From an optimization exercise on the open Yosys and OpenROAD flow, aimed at small area, a short achievable clock period and few clock cycles; shortcuts taken in it are not production practice. No functional check of the RTL was part of any run shown here.

==> flow/design.v, too long to show whole: its modules and the start of the top module <==
// module rtc_fields_to_epoch_seconds_unit: 1246 lines
module rtc_fields_to_epoch_seconds_unit (
  input  logic      clk,
  input  logic      rst,
  input  logic      start,
  output logic      busy,
  input  rfes_pkg::rfes_in_t  fields,
  output logic      done,
  output rfes_pkg::rfes_out_t result,
  input  logic      cfg_write,
  input  logic      cfg_index,
  input  logic      cfg_data
);
  // ...
==> flow/flow/run.sh <==
#!/bin/bash
# Standard layout, with the port buffers made of the smallest buffer cell and
# Yosys's generic fine-grained ABC pass skipped, so that the adders written as
# gates reach full-adder extraction as written.
set -euo pipefail
bash standard.sh SYNTH_ARGS=-noabc BUFFER_PORTS_ARGS="-buffer_cell sky130_fd_sc_hd__buf_1" finish > standard_flow.log 2>&1
==> flow/standard.sh <==
#!/bin/bash
# synth_recipe.tcl (not shown) runs the flow's synth.tcl, then flattens the netlist and writes it again
# the make line also repeats each setting of config.mk as NAME=value (left out here)
make -C /OpenROAD-flow-scripts/flow DESIGN_CONFIG=/design/flow/config.mk WORK_HOME=/design/flow/orfs CLKGATE_MAP_FILE= SYNTH_SCRIPT=/design/flow/synth_recipe.tcl "${@:-finish}"
==> flow/config.mk <==
export PLATFORM = sky130hd
export DESIGN_NAME = rtc_fields_to_epoch_seconds_unit
export DESIGN_NICKNAME = rtc_fields_to_epoch_seconds_unit
export VERILOG_FILES = /design/flow/design.v
export SDC_FILE = /design/flow/constraint.sdc
export NUM_CORES = 4
export LEC_CHECK = 0
export CAP_MARGIN = 20
export CORE_MARGIN = 2
export CORE_UTILIZATION = 40
export SETUP_SLACK_MARGIN = 3.5
export SLEW_MARGIN = 20
==> flow/constraint.sdc <==
create_clock -name core_clock -period 8.0 [get_ports {clk}]
set_input_delay 1.6000 -clock core_clock [delete_from_list [all_inputs] [get_ports {clk}]]
set_output_delay 1.6000 -clock core_clock [all_outputs]
set_load 0.01 [all_outputs]
==> metrics.md, run 1 <==
| Metric | Value |
|---|---|
| Compound-Gate Fraction of Synth Area | `0.1681` |
| Routed len/inst | `16.22 um` |
| CP max stage delay | `0.54 ns` |
| Buffers excl. clock | `99` |
| IO Count | `89` |
| Antenna diodes | `0` |
| Worst Hold Launch | `sec_q[1]` |
| First-pass GRT wire length | `25.81 mm` |
| Met1 Resource Use GR | `0.2505` |
| CTS Buffer Depth | `2` |
| Synth unique cells | `73` |
| Die area | `0.01742 mm2` |
| Met3 wire length | `540 um` |
| Cell row count | `46` |
| Critical path's top delay family | `adder cells` |
| CP required | `8.22 ns` |
| Xor/xnor share of the synthesized area | `0.04813` |
| Largest family of logic cells by synthesized area | `adder cells` |
| First DRT Iteration DRCs | `261` |
| Crit path launch type | `flop` |
| Largest area contributor in the netlist | `dfxtp_1` |
| Slowest cell on the critical path | `fa_1` |
| Seq/Total Area, Yosys | `0.2597` |
| # clk buffers | `12` |
| Gr usage total | `0.1869` |
| Placed Instances | `947` |
| Slew headroom | `0.4072` |
| Final setup viols | `0` |
| Core Util, Final | `0.4713` |
| DP Wirelength | `12.89 mm` |
| Non-Filler Instances | `972` |
| Outcome | `finished clean` |
| CP Cell Sequence | `inv_1 -> fa_1 -> inv_1 -> fa_1 -> fa_1 -> fa_1 -> ha_4 -> a211o_1 -> o211ai_2 -> o21ai_4 -> o21a_1 -> a311o_1 -> a21o_1 -> fa_2 -> xor2_1` |
| Via count | `4,958` |
| Syn_nets | `858` |
| Core box area | `0.01594 mm2` |
| Fmax | `0.2252 GHz` |
| Final Instance Area | `0.007513 mm2` |
| Setup crit end | `res_q[20]` |
==> inputs of run 2 (changes only) <==
--- a/flow/design.v
+++ b/flow/design.v
@@ -221,17 +221,16 @@
   logic [4:0]  hv5;
   logic [4:0]  day5;
   logic [6:0]  yr7;
   logic [3:0]  mon4;
   logic [3:0]  h4;
   logic [4:0]  hr5;
   logic        leap;
   logic [3:0]  ml;
-  logic [1:0]  fields_r;
   logic        err_sec, err_min, err_hr, err_day, err_mon, err_yr, err_all;
   logic t0;
   logic t1;
   logic t2;
   logic t3;
   logic t4;
   logic t5;
   logic t6;
@@ -587,69 +586,64 @@
       leap = (fields.raw_year[1:0] == 2'b00);
     end
     ml[0] = (mon4 == 4'd2) && !leap;
     ml[1] = (mon4 == 4'd2) && leap;
     ml[2] = (mon4 == 4'd4) || (mon4 == 4'd6) || (mon4 == 4'd9) || (mon4 == 4'd11);
     ml[3] = !(ml[0] || ml[1] || ml[2]);
     err_day = (fields.raw_monthday == 8'd0) || rfes_pkg::day_gt(fields.raw_monthday, bcd_mode, ml);
     err_all = err_sec || err_min || err_hr || err_day || err_mon || err_yr;
-    if (bcd_mode) begin
-      fields_r = {fields.raw_year[1] ^ fields.raw_year[4], fields.raw_year[0]};
-    end else begin
-      fields_r = fields.raw_year[1:0];
-    end
-  end
-  logic [31:0] tab;
-  always_comb begin
-    case (mon4)
-      4'd1: tab = leap ? 32'd676164100 : 32'd676250500;
-      4'd2: tab = leap ? 32'd678842500 : 32'd678928900;
-      4'd3: tab = 32'd681348100;
-      4'd4: tab = 32'd684026500;
-      4'd5: tab = 32'd686618500;
-      4'd6: tab = 32'd689296900;
-      4'd7: tab = 32'd691888900;
-      4'd8: tab = 32'd694567300;
-      4'd9: tab = 32'd697245700;
-      4'd10: tab = 32'd699837700;
-      4'd11: tab = 32'd702516100;
-      4'd12: tab = 32'd705108100;
-      default: tab = 32'd0;
-    endcase
   end
   logic        v_q;
   logic        err_q;
   logic [4:0]  q_q;
   logic [1:0]  r_q;
   logic [3:0]  mon_q;
   logic [4:0]  day_q;
   logic [4:0]  hr_q;
   logic [5:0]  min_q;
   logic [5:0]  sec_q;
-  logic [17:0] tab_q;
   always_ff @(posedge clk) begin
     if (rst) begin
       v_q <= 1'b0;
     end else begin
       v_q <= start;
     end
   end
   always_ff @(posedge clk) begin
     err_q <= err_all;
     q_q   <= yr7[6:2];
-    r_q   <= fields_r;
+    r_q   <= yr7[1:0];
     mon_q <= mon4;
     day_q <= day5;
     hr_q  <= hr5;
     min_q <= min6;
     sec_q <= sec6;
-    tab_q <= {tab[25], tab[24], tab[23], tab[22], tab[21], tab[20], tab[19], tab[17], tab[16], tab[15], tab[14], tab[13], tab[12], tab[11], tab[10], tab[9], tab[8], tab[7]};
   end
+  logic [31:0] tab;
   logic [31:0] epoch;
+  logic        leap_q;
+  assign leap_q = (r_q == 2'd0);
+  always_comb begin
+    case (mon_q)
+      4'd1: tab = leap_q ? 32'd676164100 : 32'd676250500;
+      4'd2: tab = leap_q ? 32'd678842500 : 32'd678928900;
+      4'd3: tab = 32'd681348100;
+      4'd4: tab = 32'd684026500;
+      4'd5: tab = 32'd686618500;
+      4'd6: tab = 32'd689296900;
+      4'd7: tab = 32'd691888900;
+      4'd8: tab = 32'd694567300;
+      4'd9: tab = 32'd697245700;
+      4'd10: tab = 32'd699837700;
+      4'd11: tab = 32'd702516100;
+      4'd12: tab = 32'd705108100;
+      default: tab = 32'd0;
+    endcase
+  end
   logic t161;
   logic t162;
   logic t163;
   logic t164;
   logic t165;
   logic t166;
   logic t167;
   logic t168;
@@ -800,16 +794,308 @@
   logic t313;
   logic t314;
   logic t315;
   logic t316;
   logic t317;
   logic t318;
   logic t319;
   logic t320;
+  assign t161 = ~q_q[0] ^ day_q[0];
+  assign t162 = ~q_q[0] & day_q[0];
+  assign t163 = ~q_q[1] ^ day_q[1] ^ day_q[0];
+  assign t164 = (~q_q[1] & day_q[1]) | (day_q[0] & (~q_q[1] ^ day_q[1]));
+  assign t165 = ~q_q[2] ^ day_q[2];
+  assign t166 = ~q_q[2] & day_q[2];
+  assign t167 = ~q_q[3] ^ day_q[3] ^ day_q[2];
+  assign t168 = (~q_q[3] & day_q[3]) | (day_q[2] & (~q_q[3] ^ day_q[3]));
+  assign t169 = ~q_q[4] ^ day_q[4] ^ day_q[3];
+  assign t170 = (~q_q[4] & day_q[4]) | (day_q[3] & (~q_q[4] ^ day_q[4]));
+  assign t171 = day_q[4] ^ day_q[0];
+  assign t172 = day_q[4] & day_q[0];
+  assign t173 = q_q[0] ^ day_q[1];
+  assign t174 = q_q[0] & day_q[1];
+  assign t175 = q_q[1] ^ day_q[2];
+  assign t176 = q_q[1] & day_q[2];
+  assign t177 = q_q[2] ^ day_q[3];
+  assign t178 = q_q[2] & day_q[3];
+  assign t179 = q_q[3] ^ day_q[4] ^ day_q[2];
+  assign t180 = (q_q[3] & day_q[4]) | (day_q[2] & (q_q[3] ^ day_q[4]));
+  assign t181 = q_q[4] ^ ~q_q[0];
+  assign t182 = q_q[4] & ~q_q[0];
+  assign t183 = hr_q[3] ^ ~min_q[5] ^ min_q[1];
+  assign t184 = (hr_q[3] & ~min_q[5]) | (min_q[1] & (hr_q[3] ^ ~min_q[5]));
+  assign t185 = hr_q[4] ^ min_q[2] ^ ~r_q[1];
+  assign t186 = (hr_q[4] & min_q[2]) | (~r_q[1] & (hr_q[4] ^ min_q[2]));
+  assign t187 = tab[8] ^ t162;
+  assign t188 = tab[8] & t162;
+  assign t189 = day_q[1] ^ ~hr_q[0] ^ min_q[3];
+  assign t190 = (day_q[1] & ~hr_q[0]) | (min_q[3] & (day_q[1] ^ ~hr_q[0]));
+  assign t191 = tab[9] ^ t165 ^ t164;
+  assign t192 = (tab[9] & t165) | (t164 & (tab[9] ^ t165));
+  assign t193 = ~hr_q[1] ^ min_q[4] ^ r_q[0];
+  assign t194 = (~hr_q[1] & min_q[4]) | (r_q[0] & (~hr_q[1] ^ min_q[4]));
+  assign t195 = tab[10] ^ t166 ^ t167;
+  assign t196 = (tab[10] & t166) | (t167 & (tab[10] ^ t166));
+  assign t197 = ~hr_q[2] ^ min_q[5] ^ r_q[1];
+  assign t198 = (~hr_q[2] & min_q[5]) | (r_q[1] & (~hr_q[2] ^ min_q[5]));
+  assign t199 = tab[11] ^ t169 ^ t168;
+  assign t200 = (tab[11] & t169) | (t168 & (tab[11] ^ t169));
+  assign t201 = ~hr_q[3] ^ hr_q[0] ^ ~r_q[0];
+  assign t202 = (~hr_q[3] & hr_q[0]) | (~r_q[0] & (~hr_q[3] ^ hr_q[0]));
+  assign t203 = tab[12] ^ t171 ^ t170;
+  assign t204 = (tab[12] & t171) | (t170 & (tab[12] ^ t171));
+  assign t205 = ~hr_q[4] ^ hr_q[1] ^ ~r_q[1];
+  assign t206 = (~hr_q[4] & hr_q[1]) | (~r_q[1] & (~hr_q[4] ^ hr_q[1]));
+  assign t207 = tab[13] ^ t173 ^ t172;
+  assign t208 = (tab[13] & t173) | (t172 & (tab[13] ^ t173));
+  assign t209 = day_q[0] ^ hr_q[2] ^ r_q[0];
+  assign t210 = (day_q[0] & hr_q[2]) | (r_q[0] & (day_q[0] ^ hr_q[2]));
+  assign t211 = tab[14] ^ t175 ^ t174;
+  assign t212 = (tab[14] & t175) | (t174 & (tab[14] ^ t175));
+  assign t213 = day_q[1] ^ hr_q[3] ^ r_q[1];
+  assign t214 = (day_q[1] & hr_q[3]) | (r_q[1] & (day_q[1] ^ hr_q[3]));
+  assign t215 = tab[15] ^ t177 ^ t176;
+  assign t216 = (tab[15] & t177) | (t176 & (tab[15] ^ t177));
+  assign t217 = day_q[0] ^ hr_q[4] ^ r_q[0];
+  assign t218 = (day_q[0] & hr_q[4]) | (r_q[0] & (day_q[0] ^ hr_q[4]));
+  assign t219 = tab[16] ^ t178 ^ t179;
+  assign t220 = (tab[16] & t178) | (t179 & (tab[16] ^ t178));
+  assign t221 = day_q[3] ^ day_q[1] ^ r_q[1];
+  assign t222 = (day_q[3] & day_q[1]) | (r_q[1] & (day_q[3] ^ day_q[1]));
+  assign t223 = tab[17] ^ t181 ^ t180;
+  assign t224 = (tab[17] & t181) | (t180 & (tab[17] ^ t181));
+  assign t225 = ~q_q[1] ^ day_q[4] ^ day_q[2];
+  assign t226 = (~q_q[1] & day_q[4]) | (day_q[2] & (~q_q[1] ^ day_q[4]));
+  assign t227 = 1'b1 ^ t182;
+  assign t228 = 1'b1 & t182;
+  assign t229 = ~q_q[2] ^ q_q[0] ^ day_q[3];
+  assign t230 = (~q_q[2] & q_q[0]) | (day_q[3] & (~q_q[2] ^ q_q[0]));
+  assign t231 = ~q_q[3] ^ q_q[1];
+  assign t232 = ~q_q[3] & q_q[1];
+  assign t233 = ~q_q[4] ^ q_q[2];
+  assign t234 = ~q_q[4] & q_q[2];
+  assign t235 = ~r_q[0] ^ tab[7];
+  assign t236 = ~r_q[0] & tab[7];
+  assign t237 = t163 ^ t185 ^ t184;
+  assign t238 = (t163 & t185) | (t184 & (t163 ^ t185));
+  assign t239 = t189 ^ t186 ^ t188;
+  assign t240 = (t189 & t186) | (t188 & (t189 ^ t186));
+  assign t241 = t193 ^ t190 ^ t195;
+  assign t242 = (t193 & t190) | (t195 & (t193 ^ t190));
+  assign t243 = t197 ^ t194 ^ t199;
+  assign t244 = (t197 & t194) | (t199 & (t197 ^ t194));
+  assign t245 = t201 ^ t198 ^ t203;
+  assign t246 = (t201 & t198) | (t203 & (t201 ^ t198));
+  assign t247 = t205 ^ t202 ^ t207;
+  assign t248 = (t205 & t202) | (t207 & (t205 ^ t202));
+  assign t249 = t209 ^ t206 ^ t211;
+  assign t250 = (t209 & t206) | (t211 & (t209 ^ t206));
+  assign t251 = t213 ^ t210 ^ t215;
+  assign t252 = (t213 & t210) | (t215 & (t213 ^ t210));
+  assign t253 = t217 ^ t214 ^ t216;
+  assign t254 = (t217 & t214) | (t216 & (t217 ^ t214));
+  assign t255 = t221 ^ t218 ^ t223;
+  assign t256 = (t221 & t218) | (t223 & (t221 ^ t218));
+  assign t257 = t225 ^ t222 ^ t227;
+  assign t258 = (t225 & t222) | (t227 & (t225 ^ t222));
+  assign t259 = tab[19] ^ t229 ^ t226;
+  assign t260 = (tab[19] & t229) | (t226 & (tab[19] ^ t229));
+  assign t261 = day_q[4] ^ tab[20] ^ t231;
+  assign t262 = (day_q[4] & tab[20]) | (t231 & (day_q[4] ^ tab[20]));
+  assign t263 = ~r_q[0] ^ tab[21] ^ t233;
+  assign t264 = (~r_q[0] & tab[21]) | (t233 & (~r_q[0] ^ tab[21]));
+  assign t265 = q_q[3] ^ ~r_q[1] ^ tab[22];
+  assign t266 = (q_q[3] & ~r_q[1]) | (tab[22] & (q_q[3] ^ ~r_q[1]));
+  assign t267 = q_q[4] ^ ~q_q[0];
+  assign t268 = q_q[4] & ~q_q[0];
+  assign t269 = ~min_q[0] ^ sec_q[2];
+  assign t270 = ~min_q[0] & sec_q[2];
+  assign t271 = ~min_q[1] ^ sec_q[3];
+  assign t272 = ~min_q[1] & sec_q[3];
+  assign t273 = hr_q[0] ^ ~min_q[2] ^ sec_q[4];
+  assign t274 = (hr_q[0] & ~min_q[2]) | (sec_q[4] & (hr_q[0] ^ ~min_q[2]));
+  assign t275 = hr_q[1] ^ ~min_q[3] ^ sec_q[5];
+  assign t276 = (hr_q[1] & ~min_q[3]) | (sec_q[5] & (hr_q[1] ^ ~min_q[3]));
+  assign t277 = hr_q[2] ^ ~min_q[4] ^ min_q[0];
+  assign t278 = (hr_q[2] & ~min_q[4]) | (min_q[0] & (hr_q[2] ^ ~min_q[4]));
+  assign t279 = t161 ^ t235 ^ t183;
+  assign t280 = (t161 & t235) | (t183 & (t161 ^ t235));
+  assign t281 = t236 ^ t187 ^ t237;
+  assign t282 = (t236 & t187) | (t237 & (t236 ^ t187));
+  assign t283 = t191 ^ t238 ^ t239;
+  assign t284 = (t191 & t238) | (t239 & (t191 ^ t238));
+  assign t285 = t192 ^ t240 ^ t241;
+  assign t286 = (t192 & t240) | (t241 & (t192 ^ t240));
+  assign t287 = t196 ^ t243 ^ t242;
+  assign t288 = (t196 & t243) | (t242 & (t196 ^ t243));
+  assign t289 = t200 ^ t245 ^ t244;
+  assign t290 = (t200 & t245) | (t244 & (t200 ^ t245));
+  assign t291 = t204 ^ t247 ^ t246;
+  assign t292 = (t204 & t247) | (t246 & (t204 ^ t247));
+  assign t293 = t208 ^ t249 ^ t248;
+  assign t294 = (t208 & t249) | (t248 & (t208 ^ t249));
+  assign t295 = t212 ^ t251 ^ t250;
+  assign t296 = (t212 & t251) | (t250 & (t212 ^ t251));
+  assign t297 = t219 ^ t253 ^ t252;
+  assign t298 = (t219 & t253) | (t252 & (t219 ^ t253));
+  assign t299 = t220 ^ t254 ^ t255;
+  assign t300 = (t220 & t254) | (t255 & (t220 ^ t254));
+  assign t301 = t224 ^ t257 ^ t256;
+  assign t302 = (t224 & t257) | (t256 & (t224 ^ t257));
+  assign t303 = t228 ^ t259 ^ t258;
+  assign t304 = (t228 & t259) | (t258 & (t228 ^ t259));
+  assign t305 = t230 ^ t261 ^ t260;
+  assign t306 = (t230 & t261) | (t260 & (t230 ^ t261));
+  assign t307 = t232 ^ t263 ^ t262;
+  assign t308 = (t232 & t263) | (t262 & (t232 ^ t263));
+  assign t309 = t234 ^ t265 ^ t264;
+  assign t310 = (t234 & t265) | (t264 & (t234 ^ t265));
+  assign t311 = tab[23] ^ t267 ^ t266;
+  assign t312 = (tab[23] & t267) | (t266 & (tab[23] ^ t267));
+  assign t313 = ~q_q[1] ^ tab[24] ^ t268;
+  assign t314 = (~q_q[1] & tab[24]) | (t268 & (~q_q[1] ^ tab[24]));
+  assign t315 = ~q_q[2] ^ r_q[0] ^ tab[25];
+  assign t316 = (~q_q[2] & r_q[0]) | (tab[25] & (~q_q[2] ^ r_q[0]));
+  assign t317 = ~q_q[3] ^ r_q[1];
+  assign t318 = ~q_q[3] & r_q[1];
+  assign t319 = ~q_q[4] ^ q_q[0] ^ 1'b1;
+  assign t320 = (~q_q[4] & q_q[0]) | (1'b1 & (~q_q[4] ^ q_q[0]));
+  logic        v2_q;
+  logic        err2_q;
+  logic        cs0_q_0;
+  logic        cs0_q_1;
+  logic        cs0_q_2;
+  logic        cs1_q_2;
+  logic        cs0_q_3;
+  logic        cs1_q_3;
+  logic        cs0_q_4;
+  logic        cs1_q_4;
+  logic        cs0_q_5;
+  logic        cs1_q_5;
+  logic        cs0_q_6;
+  logic        cs1_q_6;
+  logic        cs0_q_7;
+  logic        cs1_q_7;
+  logic        cs0_q_8;
+  logic        cs1_q_8;
+  logic        cs0_q_9;
+  logic        cs1_q_9;
+  logic        cs0_q_10;
+  logic        cs1_q_10;
+  logic        cs0_q_11;
+  logic        cs1_q_11;
+  logic        cs0_q_12;
+  logic        cs1_q_12;
+  logic        cs0_q_13;
+  logic        cs1_q_13;
+  logic        cs0_q_14;
+  logic        cs1_q_14;
+  logic        cs0_q_15;
+  logic        cs1_q_15;
+  logic        cs0_q_16;
+  logic        cs1_q_16;
+  logic        cs0_q_17;
+  logic        cs1_q_17;
+  logic        cs0_q_18;
+  logic        cs1_q_18;
+  logic        cs0_q_19;
+  logic        cs1_q_19;
+  logic        cs0_q_20;
+  logic        cs1_q_20;
+  logic        cs0_q_21;
+  logic        cs1_q_21;
+  logic        cs0_q_22;
+  logic        cs1_q_22;
+  logic        cs0_q_23;
+  logic        cs1_q_23;
+  logic        cs0_q_24;
+  logic        cs1_q_24;
+  logic        cs0_q_25;
+  logic        cs1_q_25;
+  logic        cs0_q_26;
+  logic        cs1_q_26;
+  logic        cs0_q_27;
+  logic        cs1_q_27;
+  logic        cs0_q_28;
+  logic        cs1_q_28;
+  logic        cs0_q_29;
+  logic        cs1_q_29;
+  logic        cs0_q_30;
+  logic        cs0_q_31;
+  always_ff @(posedge clk) begin
+    if (rst) begin
+      v2_q <= 1'b0;
+    end else begin
+      v2_q <= v_q;
+    end
+  end
+  always_ff @(posedge clk) begin
+    err2_q <= err_q;
+    cs0_q_0 <= sec_q[0];
+    cs0_q_1 <= sec_q[1];
+    cs0_q_2 <= 1'b1;
+    cs1_q_2 <= t269;
+    cs0_q_3 <= t271;
+    cs1_q_3 <= t270;
+    cs0_q_4 <= t273;
+    cs1_q_4 <= t272;
+    cs0_q_5 <= t275;
+    cs1_q_5 <= t274;
+    cs0_q_6 <= t277;
+    cs1_q_6 <= t276;
+    cs0_q_7 <= t279;
+    cs1_q_7 <= t278;
+    cs0_q_8 <= t281;
+    cs1_q_8 <= t280;
+    cs0_q_9 <= t283;
+    cs1_q_9 <= t282;
+    cs0_q_10 <= t285;
+    cs1_q_10 <= t284;
+    cs0_q_11 <= t287;
+    cs1_q_11 <= t286;
+    cs0_q_12 <= t289;
+    cs1_q_12 <= t288;
+    cs0_q_13 <= t291;
+    cs1_q_13 <= t290;
+    cs0_q_14 <= t293;
+    cs1_q_14 <= t292;
+    cs0_q_15 <= t295;
+    cs1_q_15 <= t294;
+    cs0_q_16 <= t297;
+    cs1_q_16 <= t296;
+    cs0_q_17 <= t299;
+    cs1_q_17 <= t298;
+    cs0_q_18 <= t301;
+    cs1_q_18 <= t300;
+    cs0_q_19 <= t303;
+    cs1_q_19 <= t302;
+    cs0_q_20 <= t305;
+    cs1_q_20 <= t304;
+    cs0_q_21 <= t307;
+    cs1_q_21 <= t306;
+    cs0_q_22 <= t309;
+    cs1_q_22 <= t308;
+    cs0_q_23 <= t311;
+    cs1_q_23 <= t310;
+    cs0_q_24 <= t313;
+    cs1_q_24 <= t312;
+    cs0_q_25 <= t315;
+    cs1_q_25 <= t314;
+    cs0_q_26 <= t317;
+    cs1_q_26 <= t316;
+    cs0_q_27 <= t319;
+    cs1_q_27 <= t318;
+    cs0_q_28 <= q_q[1];
+    cs1_q_28 <= t320;
+    cs0_q_29 <= q_q[2];
+    cs1_q_29 <= 1'b1;
+    cs0_q_30 <= q_q[3];
+    cs0_q_31 <= q_q[4];
+  end
   logic t321;
   logic t322;
   logic t323;
   logic t324;
   logic t325;
   logic t326;
   logic t327;
   logic t328;
@@ -1027,236 +1313,76 @@
   logic t540;
   logic t541;
   logic t542;
   logic t543;
   logic t544;
   logic t545;
   logic t546;
   logic t547;
-  assign t161 = ~q_q[0] ^ day_q[0];
-  assign t162 = ~q_q[0] & day_q[0];
-  assign t163 = ~q_q[1] ^ day_q[1] ^ day_q[0];
-  assign t164 = (~q_q[1] & day_q[1]) | (day_q[0] & (~q_q[1] ^ day_q[1]));
-  assign t165 = ~q_q[2] ^ day_q[2];
-  assign t166 = ~q_q[2] & day_q[2];
-  assign t167 = ~q_q[3] ^ day_q[3] ^ day_q[2];
-  assign t168 = (~q_q[3] & day_q[3]) | (day_q[2] & (~q_q[3] ^ day_q[3]));
-  assign t169 = ~q_q[4] ^ day_q[4] ^ day_q[3];
-  assign t170 = (~q_q[4] & day_q[4]) | (day_q[3] & (~q_q[4] ^ day_q[4]));
-  assign t171 = day_q[4] ^ day_q[0];
-  assign t172 = day_q[4] & day_q[0];
-  assign t173 = q_q[0] ^ day_q[1];
-  assign t174 = q_q[0] & day_q[1];
-  assign t175 = q_q[1] ^ day_q[2];
-  assign t176 = q_q[1] & day_q[2];
-  assign t177 = q_q[2] ^ day_q[3];
-  assign t178 = q_q[2] & day_q[3];
-  assign t179 = q_q[3] ^ day_q[4] ^ day_q[2];
-  assign t180 = (q_q[3] & day_q[4]) | (day_q[2] & (q_q[3] ^ day_q[4]));
-  assign t181 = q_q[4] ^ ~q_q[0];
-  assign t182 = q_q[4] & ~q_q[0];
-  assign t183 = hr_q[3] ^ ~min_q[5] ^ min_q[1];
-  assign t184 = (hr_q[3] & ~min_q[5]) | (min_q[1] & (hr_q[3] ^ ~min_q[5]));
-  assign t185 = hr_q[4] ^ min_q[2] ^ ~r_q[1];
-  assign t186 = (hr_q[4] & min_q[2]) | (~r_q[1] & (hr_q[4] ^ min_q[2]));
-  assign t187 = tab_q[1] ^ t162;
-  assign t188 = tab_q[1] & t162;
-  assign t189 = day_q[1] ^ ~hr_q[0] ^ min_q[3];
-  assign t190 = (day_q[1] & ~hr_q[0]) | (min_q[3] & (day_q[1] ^ ~hr_q[0]));
-  assign t191 = tab_q[2] ^ t165 ^ t164;
-  assign t192 = (tab_q[2] & t165) | (t164 & (tab_q[2] ^ t165));
-  assign t193 = ~hr_q[1] ^ min_q[4] ^ r_q[0];
-  assign t194 = (~hr_q[1] & min_q[4]) | (r_q[0] & (~hr_q[1] ^ min_q[4]));
-  assign t195 = tab_q[3] ^ t166 ^ t167;
-  assign t196 = (tab_q[3] & t166) | (t167 & (tab_q[3] ^ t166));
-  assign t197 = ~hr_q[2] ^ min_q[5] ^ r_q[1];
-  assign t198 = (~hr_q[2] & min_q[5]) | (r_q[1] & (~hr_q[2] ^ min_q[5]));
-  assign t199 = tab_q[4] ^ t169 ^ t168;
-  assign t200 = (tab_q[4] & t169) | (t168 & (tab_q[4] ^ t169));
-  assign t201 = ~hr_q[3] ^ hr_q[0] ^ ~r_q[0];
-  assign t202 = (~hr_q[3] & hr_q[0]) | (~r_q[0] & (~hr_q[3] ^ hr_q[0]));
-  assign t203 = tab_q[5] ^ t171 ^ t170;
-  assign t204 = (tab_q[5] & t171) | (t170 & (tab_q[5] ^ t171));
-  assign t205 = ~hr_q[4] ^ hr_q[1] ^ ~r_q[1];
-  assign t206 = (~hr_q[4] & hr_q[1]) | (~r_q[1] & (~hr_q[4] ^ hr_q[1]));
-  assign t207 = tab_q[6] ^ t173 ^ t172;
-  assign t208 = (tab_q[6] & t173) | (t172 & (tab_q[6] ^ t173));
-  assign t209 = day_q[0] ^ hr_q[2] ^ r_q[0];
-  assign t210 = (day_q[0] & hr_q[2]) | (r_q[0] & (day_q[0] ^ hr_q[2]));
-  assign t211 = tab_q[7] ^ t175 ^ t174;
-  assign t212 = (tab_q[7] & t175) | (t174 & (tab_q[7] ^ t175));
-  assign t213 = day_q[1] ^ hr_q[3] ^ r_q[1];
-  assign t214 = (day_q[1] & hr_q[3]) | (r_q[1] & (day_q[1] ^ hr_q[3]));
-  assign t215 = tab_q[8] ^ t177 ^ t176;
-  assign t216 = (tab_q[8] & t177) | (t176 & (tab_q[8] ^ t177));
-  assign t217 = day_q[0] ^ hr_q[4] ^ r_q[0];
-  assign t218 = (day_q[0] & hr_q[4]) | (r_q[0] & (day_q[0] ^ hr_q[4]));
-  assign t219 = tab_q[9] ^ t178 ^ t179;
-  assign t220 = (tab_q[9] & t178) | (t179 & (tab_q[9] ^ t178));
-  assign t221 = day_q[3] ^ day_q[1] ^ r_q[1];
-  assign t222 = (day_q[3] & day_q[1]) | (r_q[1] & (day_q[3] ^ day_q[1]));
-  assign t223 = tab_q[10] ^ t181 ^ t180;
-  assign t224 = (tab_q[10] & t181) | (t180 & (tab_q[10] ^ t181));
-  assign t225 = ~q_q[1] ^ day_q[4] ^ day_q[2];
-  assign t226 = (~q_q[1] & day_q[4]) | (day_q[2] & (~q_q[1] ^ day_q[4]));
-  assign t227 = 1'b1 ^ t182;
-  assign t228 = 1'b1 & t182;
-  assign t229 = ~q_q[2] ^ q_q[0] ^ day_q[3];
-  assign t230 = (~q_q[2] & q_q[0]) | (day_q[3] & (~q_q[2] ^ q_q[0]));
-  assign t231 = ~q_q[3] ^ q_q[1];
-  assign t232 = ~q_q[3] & q_q[1];
-  assign t233 = ~q_q[4] ^ q_q[2];
-  assign t234 = ~q_q[4] & q_q[2];
-  assign t235 = ~r_q[0] ^ tab_q[0];
-  assign t236 = ~r_q[0] & tab_q[0];
-  assign t237 = t163 ^ t185 ^ t184;
-  assign t238 = (t163 & t185) | (t184 & (t163 ^ t185));
-  assign t239 = t189 ^ t186 ^ t188;
-  assign t240 = (t189 & t186) | (t188 & (t189 ^ t186));
-  assign t241 = t193 ^ t190 ^ t195;
-  assign t242 = (t193 & t190) | (t195 & (t193 ^ t190));
-  assign t243 = t197 ^ t194 ^ t199;
-  assign t244 = (t197 & t194) | (t199 & (t197 ^ t194));
-  assign t245 = t201 ^ t198 ^ t203;
-  assign t246 = (t201 & t198) | (t203 & (t201 ^ t198));
-  assign t247 = t205 ^ t202 ^ t207;
-  assign t248 = (t205 & t202) | (t207 & (t205 ^ t202));
-  assign t249 = t209 ^ t206 ^ t211;
-  assign t250 = (t209 & t206) | (t211 & (t209 ^ t206));
-  assign t251 = t213 ^ t210 ^ t215;
-  assign t252 = (t213 & t210) | (t215 & (t213 ^ t210));
-  assign t253 = t217 ^ t214 ^ t216;
-  assign t254 = (t217 & t214) | (t216 & (t217 ^ t214));
-  assign t255 = t221 ^ t218 ^ t223;
-  assign t256 = (t221 & t218) | (t223 & (t221 ^ t218));
-  assign t257 = t225 ^ t222 ^ t227;
-  assign t258 = (t225 & t222) | (t227 & (t225 ^ t222));
-  assign t259 = tab_q[11] ^ t229 ^ t226;
-  assign t260 = (tab_q[11] & t229) | (t226 & (tab_q[11] ^ t229));
-  assign t261 = day_q[4] ^ tab_q[12] ^ t231;
-  assign t262 = (day_q[4] & tab_q[12]) | (t231 & (day_q[4] ^ tab_q[12]));
-  assign t263 = ~r_q[0] ^ tab_q[13] ^ t233;
-  assign t264 = (~r_q[0] & tab_q[13]) | (t233 & (~r_q[0] ^ tab_q[13]));
-  assign t265 = q_q[3] ^ ~r_q[1] ^ tab_q[14];
-  assign t266 = (q_q[3] & ~r_q[1]) | (tab_q[14] & (q_q[3] ^ ~r_q[1]));
-  assign t267 = q_q[4] ^ ~q_q[0];
-  assign t268 = q_q[4] & ~q_q[0];
-  assign t269 = ~min_q[0] ^ sec_q[2];
-  assign t270 = ~min_q[0] & sec_q[2];
-  assign t271 = ~min_q[1] ^ sec_q[3];
-  assign t272 = ~min_q[1] & sec_q[3];
-  assign t273 = hr_q[0] ^ ~min_q[2] ^ sec_q[4];
-  assign t274 = (hr_q[0] & ~min_q[2]) | (sec_q[4] & (hr_q[0] ^ ~min_q[2]));
-  assign t275 = hr_q[1] ^ ~min_q[3] ^ sec_q[5];
-  assign t276 = (hr_q[1] & ~min_q[3]) | (sec_q[5] & (hr_q[1] ^ ~min_q[3]));
-  assign t277 = hr_q[2] ^ ~min_q[4] ^ min_q[0];
-  assign t278 = (hr_q[2] & ~min_q[4]) | (min_q[0] & (hr_q[2] ^ ~min_q[4]));
-  assign t279 = t161 ^ t235 ^ t183;
-  assign t280 = (t161 & t235) | (t183 & (t161 ^ t235));
-  assign t281 = t236 ^ t187 ^ t237;
-  assign t282 = (t236 & t187) | (t237 & (t236 ^ t187));
-  assign t283 = t191 ^ t238 ^ t239;
-  assign t284 = (t191 & t238) | (t239 & (t191 ^ t238));
-  assign t285 = t192 ^ t240 ^ t241;
-  assign t286 = (t192 & t240) | (t241 & (t192 ^ t240));
-  assign t287 = t196 ^ t243 ^ t242;
-  assign t288 = (t196 & t243) | (t242 & (t196 ^ t243));
-  assign t289 = t200 ^ t245 ^ t244;
-  assign t290 = (t200 & t245) | (t244 & (t200 ^ t245));
-  assign t291 = t204 ^ t247 ^ t246;
-  assign t292 = (t204 & t247) | (t246 & (t204 ^ t247));
-  assign t293 = t208 ^ t249 ^ t248;
-  assign t294 = (t208 & t249) | (t248 & (t208 ^ t249));
-  assign t295 = t212 ^ t251 ^ t250;
-  assign t296 = (t212 & t251) | (t250 & (t212 ^ t251));
-  assign t297 = t219 ^ t253 ^ t252;
-  assign t298 = (t219 & t253) | (t252 & (t219 ^ t253));
-  assign t299 = t220 ^ t254 ^ t255;
-  assign t300 = (t220 & t254) | (t255 & (t220 ^ t254));
-  assign t301 = t224 ^ t257 ^ t256;
-  assign t302 = (t224 & t257) | (t256 & (t224 ^ t257));
-  assign t303 = t228 ^ t259 ^ t258;
-  assign t304 = (t228 & t259) | (t258 & (t228 ^ t259));
-  assign t305 = t230 ^ t261 ^ t260;
-  assign t306 = (t230 & t261) | (t260 & (t230 ^ t261));
-  assign t307 = t232 ^ t263 ^ t262;
-  assign t308 = (t232 & t263) | (t262 & (t232 ^ t263));
-  assign t309 = t234 ^ t265 ^ t264;
-  assign t310 = (t234 & t265) | (t264 & (t234 ^ t265));
-  assign t311 = tab_q[15] ^ t267 ^ t266;
-  assign t312 = (tab_q[15] & t267) | (t266 & (tab_q[15] ^ t267));
-  assign t313 = ~q_q[1] ^ tab_q[16] ^ t268;
-  assign t314 = (~q_q[1] & tab_q[16]) | (t268 & (~q_q[1] ^ tab_q[16]));
-  assign t315 = ~q_q[2] ^ r_q[0] ^ tab_q[17];
-  assign t316 = (~q_q[2] & r_q[0]) | (tab_q[17] & (~q_q[2] ^ r_q[0]));
-  assign t317 = ~q_q[3] ^ r_q[1];
-  assign t318 = ~q_q[3] & r_q[1];
-  assign t319 = ~q_q[4] ^ q_q[0] ^ 1'b1;
-  assign t320 = (~q_q[4] & q_q[0]) | (1'b1 & (~q_q[4] ^ q_q[0]));
-  assign t321 = 1'b1 ^ t269;
-  assign t322 = t271 ^ t270;
-  assign t323 = t273 ^ t272;
-  assign t324 = t275 ^ t274;
-  assign t325 = t277 ^ t276;
-  assign t326 = t279 ^ t278;
-  assign t327 = t281 ^ t280;
-  assign t328 = t283 ^ t282;
-  assign t329 = t285 ^ t284;
-  assign t330 = t287 ^ t286;
-  assign t331 = t289 ^ t288;
-  assign t332 = t291 ^ t290;
-  assign t333 = t293 ^ t292;
-  assign t334 = t295 ^ t294;
-  assign t335 = t297 ^ t296;
-  assign t336 = t299 ^ t298;
-  assign t337 = t301 ^ t300;
-  assign t338 = t303 ^ t302;
-  assign t339 = t305 ^ t304;
-  assign t340 = t307 ^ t306;
-  assign t341 = t309 ^ t308;
-  assign t342 = t311 ^ t310;
-  assign t343 = t313 ^ t312;
-  assign t344 = t315 ^ t314;
-  assign t345 = t317 ^ t316;
-  assign t346 = t319 ^ t318;
-  assign t347 = q_q[1] ^ t320;
-  assign t348 = q_q[2] ^ 1'b1;
-  assign t349 = q_q[3] ^ 1'b0;
-  assign t350 = q_q[4] ^ 1'b0;
-  assign t351 = 1'b1 & t269;
-  assign t352 = t271 & t270;
-  assign t353 = t273 & t272;
-  assign t354 = t275 & t274;
-  assign t355 = t277 & t276;
-  assign t356 = t279 & t278;
-  assign t357 = t281 & t280;
-  assign t358 = t283 & t282;
-  assign t359 = t285 & t284;
-  assign t360 = t287 & t286;
-  assign t361 = t289 & t288;
-  assign t362 = t291 & t290;
-  assign t363 = t293 & t292;
-  assign t364 = t295 & t294;
-  assign t365 = t297 & t296;
-  assign t366 = t299 & t298;
-  assign t367 = t301 & t300;
-  assign t368 = t303 & t302;
-  assign t369 = t305 & t304;
-  assign t370 = t307 & t306;
-  assign t371 = t309 & t308;
-  assign t372 = t311 & t310;
-  assign t373 = t313 & t312;
-  assign t374 = t315 & t314;
-  assign t375 = t317 & t316;
-  assign t376 = t319 & t318;
-  assign t377 = q_q[1] & t320;
-  assign t378 = q_q[2] & 1'b1;
-  assign t379 = q_q[3] & 1'b0;
-  assign t380 = q_q[4] & 1'b0;
+  assign t321 = cs0_q_2 ^ cs1_q_2;
+  assign t322 = cs0_q_3 ^ cs1_q_3;
+  assign t323 = cs0_q_4 ^ cs1_q_4;
+  assign t324 = cs0_q_5 ^ cs1_q_5;
+  assign t325 = cs0_q_6 ^ cs1_q_6;
+  assign t326 = cs0_q_7 ^ cs1_q_7;
+  assign t327 = cs0_q_8 ^ cs1_q_8;
+  assign t328 = cs0_q_9 ^ cs1_q_9;
+  assign t329 = cs0_q_10 ^ cs1_q_10;
+  assign t330 = cs0_q_11 ^ cs1_q_11;
+  assign t331 = cs0_q_12 ^ cs1_q_12;
+  assign t332 = cs0_q_13 ^ cs1_q_13;
+  assign t333 = cs0_q_14 ^ cs1_q_14;
+  assign t334 = cs0_q_15 ^ cs1_q_15;
+  assign t335 = cs0_q_16 ^ cs1_q_16;
+  assign t336 = cs0_q_17 ^ cs1_q_17;
+  assign t337 = cs0_q_18 ^ cs1_q_18;
+  assign t338 = cs0_q_19 ^ cs1_q_19;
+  assign t339 = cs0_q_20 ^ cs1_q_20;
+  assign t340 = cs0_q_21 ^ cs1_q_21;
+  assign t341 = cs0_q_22 ^ cs1_q_22;
+  assign t342 = cs0_q_23 ^ cs1_q_23;
+  assign t343 = cs0_q_24 ^ cs1_q_24;
+  assign t344 = cs0_q_25 ^ cs1_q_25;
+  assign t345 = cs0_q_26 ^ cs1_q_26;
+  assign t346 = cs0_q_27 ^ cs1_q_27;
+  assign t347 = cs0_q_28 ^ cs1_q_28;
+  assign t348 = cs0_q_29 ^ cs1_q_29;
+  assign t349 = cs0_q_30 ^ 1'b0;
+  assign t350 = cs0_q_31 ^ 1'b0;
+  assign t351 = cs0_q_2 & cs1_q_2;
+  assign t352 = cs0_q_3 & cs1_q_3;
+  assign t353 = cs0_q_4 & cs1_q_4;
+  assign t354 = cs0_q_5 & cs1_q_5;
+  assign t355 = cs0_q_6 & cs1_q_6;
+  assign t356 = cs0_q_7 & cs1_q_7;
+  assign t357 = cs0_q_8 & cs1_q_8;
+  assign t358 = cs0_q_9 & cs1_q_9;
+  assign t359 = cs0_q_10 & cs1_q_10;
+  assign t360 = cs0_q_11 & cs1_q_11;
+  assign t361 = cs0_q_12 & cs1_q_12;
+  assign t362 = cs0_q_13 & cs1_q_13;
+  assign t363 = cs0_q_14 & cs1_q_14;
+  assign t364 = cs0_q_15 & cs1_q_15;
+  assign t365 = cs0_q_16 & cs1_q_16;
+  assign t366 = cs0_q_17 & cs1_q_17;
+  assign t367 = cs0_q_18 & cs1_q_18;
+  assign t368 = cs0_q_19 & cs1_q_19;
+  assign t369 = cs0_q_20 & cs1_q_20;
+  assign t370 = cs0_q_21 & cs1_q_21;
+  assign t371 = cs0_q_22 & cs1_q_22;
+  assign t372 = cs0_q_23 & cs1_q_23;
+  assign t373 = cs0_q_24 & cs1_q_24;
+  assign t374 = cs0_q_25 & cs1_q_25;
+  assign t375 = cs0_q_26 & cs1_q_26;
+  assign t376 = cs0_q_27 & cs1_q_27;
+  assign t377 = cs0_q_28 & cs1_q_28;
+  assign t378 = cs0_q_29 & cs1_q_29;
+  assign t379 = cs0_q_30 & 1'b0;
+  assign t380 = cs0_q_31 & 1'b0;
   assign t381 = t352 | (t322 & t351);
   assign t382 = t322 & t321;
   assign t383 = t354 | (t324 & t353);
   assign t384 = t324 & t323;
   assign t385 = t356 | (t326 & t355);
   assign t386 = t326 & t325;
   assign t387 = t358 | (t328 & t357);
   assign t388 = t328 & t327;
@@ -1414,24 +1540,12 @@
   assign t540 = t343 ^ t502;
   assign t541 = t344 ^ t504;
   assign t542 = t345 ^ t506;
   assign t543 = t346 ^ t508;
   assign t544 = t347 ^ t510;
   assign t545 = t348 ^ t512;
   assign t546 = t349 ^ t514;
   assign t547 = t350 ^ t516;
-  assign epoch = {t547, t546, t545, t544, t543, t542, t541, t540, t539, t538, t537, t536, t535, t534, t533, t532, t531, t530, t529, t528, t527, t526, t525, t524, t523, t522, t521, t520, t519, t321, sec_q[1], sec_q[0]};
-  logic        v2_q;
-  logic [32:0] res_q;
-  always_ff @(posedge clk) begin
-    if (rst) begin
-      v2_q <= 1'b0;
-    end else begin
-      v2_q <= v_q;
-    end
-  end
-  always_ff @(posedge clk) begin
-    res_q <= {epoch, err_q};
-  end
+  assign epoch = {t547, t546, t545, t544, t543, t542, t541, t540, t539, t538, t537, t536, t535, t534, t533, t532, t531, t530, t529, t528, t527, t526, t525, t524, t523, t522, t521, t520, t519, t321, cs0_q_1, cs0_q_0};
   assign done   = v2_q;
-  assign result = res_q;
+  assign result = {epoch, err2_q};
 endmodule
==> run 2 against run 1 <==
Net effect: worst setup slack better by 0.11 ns; via count decreased by 1.9%; sequential cell count increased by 12; first-iteration DRC count rose by 18%; utilization fell by 3.0 points; highest routed layer unchanged; critical endpoint is now result[30]; die area grew 5.9%; still clean.
==> metrics.md, run 2 <==
| Metric | Value |
|---|---|
| Hold Violations, Final | `0 (unchanged)` |
| Chip Height | `135.8 um (was 132.0 um)` |
| Mapped Area | `0.006950 mm2 (was 0.006551 mm2)` |
| Synth unique cells | `60 (was 73)` |
| Routed len/inst | `14.01 um (was 16.22 um)` |
| Final setup viols | `0 (unchanged)` |
| Die width | `135.8 um (was 132.0 um)` |
| GR peak layer | `met2 (unchanged)` |
| Die area | `0.01845 mm2 (was 0.01742 mm2)` |
| Grt total ovfl | `0 (unchanged)` |
| Initial antenna violation count | `0 (unchanged)` |
| Antenna diodes | `0 (unchanged)` |
| Worst Path Arrival | `2.73 ns (was 4.66 ns)` |
| Layout cells sized above 1 | `0.04648 (was 0.07937)` |
| Hold path cells | `0 (unchanged)` |
| Post-synth top area share | `0.2794 (was 0.2597)` |
| Slowest cell on the critical path | `fa_1 (unchanged)` |
| Crit path max fanout | `7 (was 3)` |
| Top-count cell post-synth | `dfxtp_1` |
| Reg area | `0.001942 mm2 (was 0.001715 mm2)` |
| Num CTS Buffers | `9 (unchanged)` |
| Outcome | `finished clean (unchanged)` |
| Vias in the first global route | `4,667 (was 5,092)` |
| Placer Congestion | `0.8687 (was 0.8740)` |
| Layout overhead on the synthesized area | `8.587% (was 14.69%)` |
| Clock skew | `0.006009 ns (was 0.006253 ns)` |
| Top cells by area, synth | `dfxtp_1, fa_1, ha_1, inv_1, buf_4 (was dfxtp_1, fa_1, ha_1, inv_1, a21oi_1)` |
| FF-to-FF setup slack | `4.71 ns (was 3.56 ns)` |
| Drt first pass iters | `6 (was 4)` |
| CP required | `6.40 ns (was 8.22 ns)` |
| Syn_nets | `891 (was 858)` |
| R2R Path End | `cs0_q_10 (was res_q[20])` |
| H-tree Lvls | `3 (unchanged)` |
| Initial Util | `0.4061 (was 0.4109)` |
| Multi-input combinational cell area | `0.004397 mm2 (was 0.004456 mm2)` |
| Crit path launch type | `flop (unchanged)` |
| Met2 Use GR | `0.2334 (was 0.3139)` |
| I/O Buffers | `87 (unchanged)` |
| Final Cycle Share | `0.5418 (was 0.5550)` |
| First-pass GRT wire length | `22.60 mm (was 25.81 mm)` |
| Most frequent cells in the layout | `dfxtp_1, buf_1, inv_1, fa_1, ha_1 (was buf_1, inv_1, dfxtp_1, fa_1, ha_1)` |
| Met1 Resource Use GR | `0.2234 (was 0.2505)` |
| Worst Hold Launch | `sec_q[0] (was sec_q[1])` |
| Final net count | `941 (was 945)` |
| Cell row count | `48 (was 46)` |
| Core Util, Final | `0.4409 (was 0.4713)` |
| CP Cell Sequence | `fa_1 -> a211o_2 -> a21oi_2 -> o31a_4 -> a21oi_2 -> or4_1 -> nand3_1 -> buf_1 (was inv_1 -> fa_1 -> inv_1 -> fa_1 -> fa_1 -> fa_1 -> ha_4 -> a211o_1 -> o211ai_2 -> o21ai_4 -> o21a_1 -> a311o_1 -> a21o_1 -> fa_2 -> xor2_1)` |
| Critical Path Sink Type | `primary output (was flop)` |
| Worst-path clk slew | `0.06 ns (about the same)` |
| Commonest cells post-synth | `dfxtp_1, inv_1, fa_1 (unchanged)` |
| Clock sink count | `97 (was 85)` |
| HP Class | `flop to flop (unchanged)` |
| CTS root buf | `clkbuf_16 (unchanged)` |
| CTS tree | `built (unchanged)` |
| Via count | `4,863 (was 4,958)` |
| DRC viols | `0 (unchanged)` |
| IO Count | `89 (unchanged)` |
| R2r startpoint | `mon_q[0] (was day_q[4])` |
| Fmax | `0.2307 GHz (was 0.2252 GHz)` |
| Final min period | `4.334 ns (was 4.440 ns)` |
| Post-DR vias/cell | `4.972 (was 5.101)` |
| Core box area | `0.01712 mm2 (was 0.01594 mm2)` |
| Ys async rst share | `0 (unchanged)` |
| CTS Buffer Depth | `2 (unchanged)` |
| Gr usage total | `0.1559 (was 0.1869)` |
| Worst slew pin tran | `0.8734 ns (was 0.8892 ns)` |
| Filler cells | `1,687 (was 1,548)` |
| Maxcap violations | `0 (unchanged)` |
| Ys Warns | `1 (unchanged)` |
| CP max stage delay | `0.48 ns (was 0.54 ns)` |
| WS Path Type | `flop to primary output (was flop to flop)` |
| Avg Cell Area, Syn | `9.958 um2 (was 9.852 um2)` |
| Registers with the most flip-flops | `min_q: 6 flops, sec_q: 6 flops` |
| Leading cell type in the layout, fill and taps excluded | `dfxtp_1 (was buf_1)` |
| First DRT Iteration DRCs | `309 (was 261)` |
| Worst-Skew Late Latency | `0.34 ns (about the same)` |
| Reg2Reg Depth | `8 (was 15)` |
| Hold Path Sink | `cs0_q_0 (was res_q[2])` |
| Synth Flop Type | `dfxtp_1 (unchanged)` |
| DP Wirelength | `11.36 mm (was 12.89 mm)` |
| Seq/Total Area, Yosys | `0.2794 (was 0.2597)` |
| Largest area contributor in the netlist | `dfxtp_1 (unchanged)` |
| Number of synthesized register bits | `97 (was 85)` |
| Wirelength, routed | `13.70 mm (was 15.76 mm)` |
| RSZ-0062 raised after global routing | `no (was yes)` |
| Final TNS setup | `0 ns (unchanged)` |
| Hold_buf cts | `0 (unchanged)` |
| Number of flops mapped to enable cells by yosys | `0 (unchanged)` |
| Cell mode on critical path | `a21oi_2 (was fa_1)` |
| Final count of pins violating max slew | `0 (unchanged)` |
| Largest net degree at the start of global routing | `30 (was 38)` |
| Slew headroom | `0.4169 (was 0.4072)` |
| Post-Syn Instances | `698 (was 665)` |
| Met3 usage | `0.03318 (was 0.02461)` |
| Final ANT Viol Nets | `0 (unchanged)` |
run 2: changes by cell type after synthesis, moves of 4 or more:
cell      before  now
a211oi_1       4    9
buf_4          1   34
clkbuf_1      19   14
dfxtp_1       85   97
inv_1         85   80
nand2_1       33   25
nor2_1        42   47
nor3_1         7   15
o21ai_1        4    0
xor2_1        15   11
run 2: worst max-delay path: cells and delay by family, from the launching register on:
kind | cells | cell delay, ns
fa+ha+maj | 1 | 0.48
flops | 1 | 0.33
buf+inv | 1 | 0.15
simple gates | 2 | 0.57
compound gates | 4 | 0.85
run 2: worst max-delay path by stage:
stage	startpoint	to	depth (start not counted)	slack, ns
2_1_floorplan	cs1_q_2	result[20]	8	4.21
3_3_place_gp	cs1_q_2	result[30]	8	4.01
3_5_place_dp	cs1_q_2	result[30]	8	3.98
4_1_cts	cs1_q_2	result[30]	8	3.60
5_1_grt	cs1_q_2	result[30]	8	3.52
6_report	cs1_q_2	result[30]	8	3.67
run 2: cell type report:
class	instances	share of cell area
clock buffer	11	0.03216
clock inverter	5	0.007129
inverter	81	0.04029
multi-input combinational	472	0.5826
sequential	97	0.2573
tap	225	0.03730
timing repair buffer	87	0.04327
run 2: what timing repair did:
action                     CTS  global route
gates resized for setup      0             0
setup endpoints to repair    0             1
setup buffers                0             0
run 2: logic make-up (layout without fill, tap and decap cells):
family          after synthesis  count (layout)  synth area share
simple gates                150             150            0.1076
compound gates              143             143            0.1383
fa+ha+maj                   139             139            0.3356
buf+inv                     129             184           0.08803
flops                        97              97            0.2794
xor+xnor                     35              35           0.04410
mux                           4               4          0.006480
other cells                   1               1         0.0005395
run 2: per-layer routing:
| metal | up-vias | share of wire |
|---|---|---|
| li1 | 2430 | - |
| met1 | 2270 | 0.48 |
| met2 | 146 | 0.45 |
| met3 | 17 | 0.057 |
| met4 | 0 | 0.017 |
| met5 | - | 0 |
run 2: through the flow:
stage               area [um2]  hold WS [ns]  setup slack [ns]  cells
finish                    7547        0.3266             3.666    978
global route              7547        0.3405             3.523    978
CTS                       7547        0.3293             3.596    978
floorplan                 6950        0.3096             4.215    698
detailed placement        7251        0.3138             3.978    962
global placement          7251        0.3100             4.008    962
==> inputs of run 3 (changes only) <==
--- a/flow/config.mk
+++ b/flow/config.mk
@@ -10,3 +10,3 @@
 export CORE_UTILIZATION = 40
-export SETUP_SLACK_MARGIN = 3.5
+export SETUP_SLACK_MARGIN = 4.5
 export SLEW_MARGIN = 20
==> run 3 against run 2 <==
Net effect: cell count is 0.72% higher; highest routed layer unchanged; critical path type unchanged; largest cell class unchanged; still clean on timing, DRC and antenna; register-to-register slack better by 0.12 ns; routed wire length is 3.6% higher; die area stayed put.
==> metrics.md, run 3 <==
| Metric | Value |
|---|---|
| Slowest cell on the critical path | `fa_2 (was fa_1)` |
| Number of synthesized register bits | `97 (unchanged)` |
| Avg Cell Area, Syn | `9.958 um2 (unchanged)` |
| Critical path buffer and inverter count | `1 (unchanged)` |
| Drt first pass iters | `5 (was 6)` |
| Largest net degree at the start of global routing | `30 (unchanged)` |
| I/O Buffers | `87 (unchanged)` |
| Gr usage total | `0.1595 (was 0.1559)` |
| Final count of pins violating max slew | `0 (unchanged)` |
| Clock skew | `0.007829 ns (was 0.006009 ns)` |
| Reg area | `0.001946 mm2 (was 0.001942 mm2)` |
| Core box area | `0.01712 mm2 (unchanged)` |
| CP startpoint | `cs1_q_2 (unchanged)` |
| Layout cells sized above 1 | `0.1237 (was 0.04648)` |
| Final TNS setup | `0 ns (unchanged)` |
| Wirelength, routed | `14.19 mm (was 13.70 mm)` |
| Hold Violations, Final | `0 (unchanged)` |
| Largest area contributor in the netlist | `dfxtp_1 (unchanged)` |
| Final net count | `949 (was 941)` |
| Post-Syn Instances | `698 (unchanged)` |
| CTS Buffer Depth | `2 (unchanged)` |
| R2r startpoint | `mon_q[1] (was mon_q[0])` |
| Initial antenna violation count | `0 (unchanged)` |
| Die width | `135.8 um (unchanged)` |
| Reg2Reg Depth | `7 (was 8)` |
| Outcome | `finished clean (unchanged)` |
| Multi-input combinational cell area | `0.004548 mm2 (was 0.004397 mm2)` |
| CP max stage delay | `0.54 ns (was 0.48 ns)` |
| Crit path launch type | `flop (unchanged)` |
| Leading cell type in the layout, fill and taps excluded | `dfxtp_1 (unchanged)` |
| Num CTS Buffers | `9 (unchanged)` |
| Critical Path Sink Type | `primary output (unchanged)` |
| CP required | `6.40 ns (about the same)` |
| Final ANT Viol Nets | `0 (unchanged)` |
| Grt total ovfl | `0 (unchanged)` |
| DP Wirelength | `11.49 mm (was 11.36 mm)` |
| Worst-Skew Late Latency | `0.35 ns (was 0.34 ns)` |
| Setup crit end | `result[19] (was result[30])` |
| Synth Flop Type | `dfxtp_1 (unchanged)` |
| Filler cells | `1,630 (was 1,687)` |
| Fmax | `0.2410 GHz (was 0.2307 GHz)` |
| Seq/Total Area, Yosys | `0.2794 (unchanged)` |
| Worst Path Arrival | `2.55 ns (was 2.73 ns)` |
| Cell row count | `48 (unchanged)` |
| First DRT Iteration DRCs | `288 (was 309)` |
| Number of flops mapped to enable cells by yosys | `0 (unchanged)` |
| Syn_nets | `891 (unchanged)` |
| HP Class | `flop to flop (unchanged)` |
| CTS root buf | `clkbuf_16 (unchanged)` |
| Critical path depth | `7 (was 8)` |
| First-pass GRT wire length | `22.96 mm (was 22.60 mm)` |
| Final min period | `4.150 ns (was 4.334 ns)` |
| Critical path's top delay family | `adder cells (was compound AO/OA/AOI/OAI gates)` |
| Chip Height | `135.8 um (unchanged)` |
| Mapped Area | `0.006950 mm2 (unchanged)` |
| Synth unique cells | `60 (unchanged)` |
| Via count | `4,939 (was 4,863)` |
| CTS tree | `built (unchanged)` |
| Top-count cell post-synth | `dfxtp_1 (unchanged)` |
| Core Util, Final | `0.4580 (was 0.4409)` |
| Worst slew pin tran | `0.8769 ns (was 0.8734 ns)` |
| Ys async rst share | `0 (unchanged)` |
| Final setup viols | `0 (unchanged)` |
| H-tree Lvls | `3 (unchanged)` |
| Die area | `0.01845 mm2 (unchanged)` |
| Antenna diodes | `0 (unchanged)` |
| R2R Path End | `cs0_q_10 (unchanged)` |
| RSZ-0062 raised after global routing | `yes (was no)` |
| Routed len/inst | `14.41 um (was 14.01 um)` |
| Vias in the first global route | `4,633 (was 4,667)` |
| Initial Util | `0.4061 (unchanged)` |
| Registers with the most flip-flops | `min_q: 6 flops, sec_q: 6 flops (unchanged)` |
| IO Count | `89 (unchanged)` |
| DRC viols | `0 (unchanged)` |
| WS Path Type | `flop to primary output (unchanged)` |
| Commonest cells post-synth | `dfxtp_1, inv_1, fa_1 (unchanged)` |
| Layout overhead on the synthesized area | `12.80% (was 8.587%)` |
| Post-synth top area share | `0.2794 (unchanged)` |
| Clock sink count | `97 (unchanged)` |
| Ys Warns | `1 (unchanged)` |
| Crit path max fanout | `6 (was 7)` |
| Final Cycle Share | `0.5188 (was 0.5418)` |
| Placer Congestion | `0.8665 (was 0.8687)` |
| Post-DR vias/cell | `5.014 (was 4.972)` |
| Worst-path clk slew | `0.06 ns (about the same)` |
| Maxcap violations | `0 (unchanged)` |
| Top cells by area, synth | `dfxtp_1, fa_1, ha_1, inv_1, buf_4 (unchanged)` |
| Slew headroom | `0.4146 (was 0.4169)` |
| Most frequent cells in the layout | `dfxtp_1, inv_1, fa_1, buf_1, ha_1 (was dfxtp_1, buf_1, inv_1, fa_1, ha_1)` |
| FF-to-FF setup slack | `4.83 ns (was 4.71 ns)` |
| CP Cell Sequence | `fa_2 -> a211o_4 -> a21oi_4 -> o31a_4 -> a21oi_4 -> fa_2 -> buf_6 (was fa_1 -> a211o_2 -> a21oi_2 -> o31a_4 -> a21oi_2 -> or4_1 -> nand3_1 -> buf_1)` |
-- run 3: worst min path at each step --
| stage | start | to | slack [ns] | cells after the start |
|---|---|---|---|---|
| 5_1_grt | sec_q[1] | cs0_q_1 | 0.34 | 0 |
| 2_1_floorplan | sec_q[0] | cs0_q_0 | 0.31 | 0 |
| 3_5_place_dp | sec_q[1] | cs0_q_1 | 0.31 | 0 |
| 4_1_cts | sec_q[1] | cs0_q_1 | 0.33 | 0 |
| 3_3_place_gp | sec_q[0] | cs0_q_0 | 0.31 | 0 |
| 6_report | err_q | err2_q | 0.33 | 0 |
-- run 3: stage by stage --
| stage | setup WS (ns) | std cells | instance area (um2) | hold slack [ns] |
|---|---|---|---|---|
| global route | 3.739 | 985 | 7840 | 0.3404 |
| CTS | 3.797 | 982 | 7751 | 0.3301 |
| finish | 3.850 | 985 | 7840 | 0.3290 |
| floorplan | 4.333 | 698 | 6997 | 0.3096 |
| global placement | 4.152 | 962 | 7297 | 0.3143 |
| detailed placement | 4.122 | 962 | 7297 | 0.3136 |
-- run 3: worst reg2reg max path, delay by kind of cell (launching register included) --
family          cells  cell delay (ns)
compound gates      1             0.24
mux                 1             0.29
flops               1             0.66
simple gates        2             0.50
fa+ha+maj           3             1.37
-- run 3: timing repair --
| action | CTS | global route |
|---|---|---|
| buffers inserted | 5 | 3 |
| hold buffers | 0 | 0 |
| endpoints found under the setup margin | 26 | 30 |
| resized for setup | 38 | 20 |
| pin swaps | 12 | 14 |
-- run 3: cell type report --
| type | count | share of cell area |
|---|---|---|
| Clock buffer | 11 | 0.03224 |
| Clock inverter | 4 | 0.006543 |
| Sequential cell | 97 | 0.2482 |
| Tap cell | 225 | 0.03591 |
| Inverter | 81 | 0.03926 |
| Timing Repair Buffer | 95 | 0.05777 |
| Multi-Input combinational cell | 472 | 0.5801 |
-- run 3: routing by layer --
metal  vias up  wire length (um)  global-route usage
met5         -                 0                   0
met2       125              6347              0.2441
met1      2353              6982              0.2301
met4         0               197             0.05556
met3        11               665             0.02461
li1       2450                 -                   -
-- run 3: kinds of logic after synthesis --
family | share of synthesized area
compound gates | 0.1383
xor+xnor | 0.04410
fa+ha+maj | 0.3356
buf+inv | 0.08803
flops | 0.2794
mux | 0.006480
other cells | 0.0005395
simple gates | 0.1076

what the ideal ports hide:
In the flow no input, the clock included, has a driving cell. The finished layouts below were timed again as built, in two steps.
Step 1, drivers: a clkbuf_16 drives clk and a buf_2 each remaining input, both assumed.
Step 2 times the ports against the registers' clock, not the clock port: input delays grow and output delays shrink by t, the midpoint of the rising clock arrivals with the driver on.
a / b / c = ideal / step 1 / step 2; a / b = the first two.
| run | t (ns) | slack for setup (ns) | latest minus earliest clock arrival (ns) | worst register clock-pin slew, ns |
|---|---|---|---|---|
| run 1 | 0.380 | 3.560 / 3.560 / 3.560 | 0.007 / 0.006 | 0.06 / 0.06 |
| run 2 | 0.377 | 3.666 / 3.629 / 4.006 | 0.007 / 0.007 | 0.06 / 0.06 |
| run 3 | 0.382 | 3.850 / 3.814 / 4.195 | 0.010 / 0.009 | 0.07 / 0.07 |
After both steps every run listed still meets setup and hold.
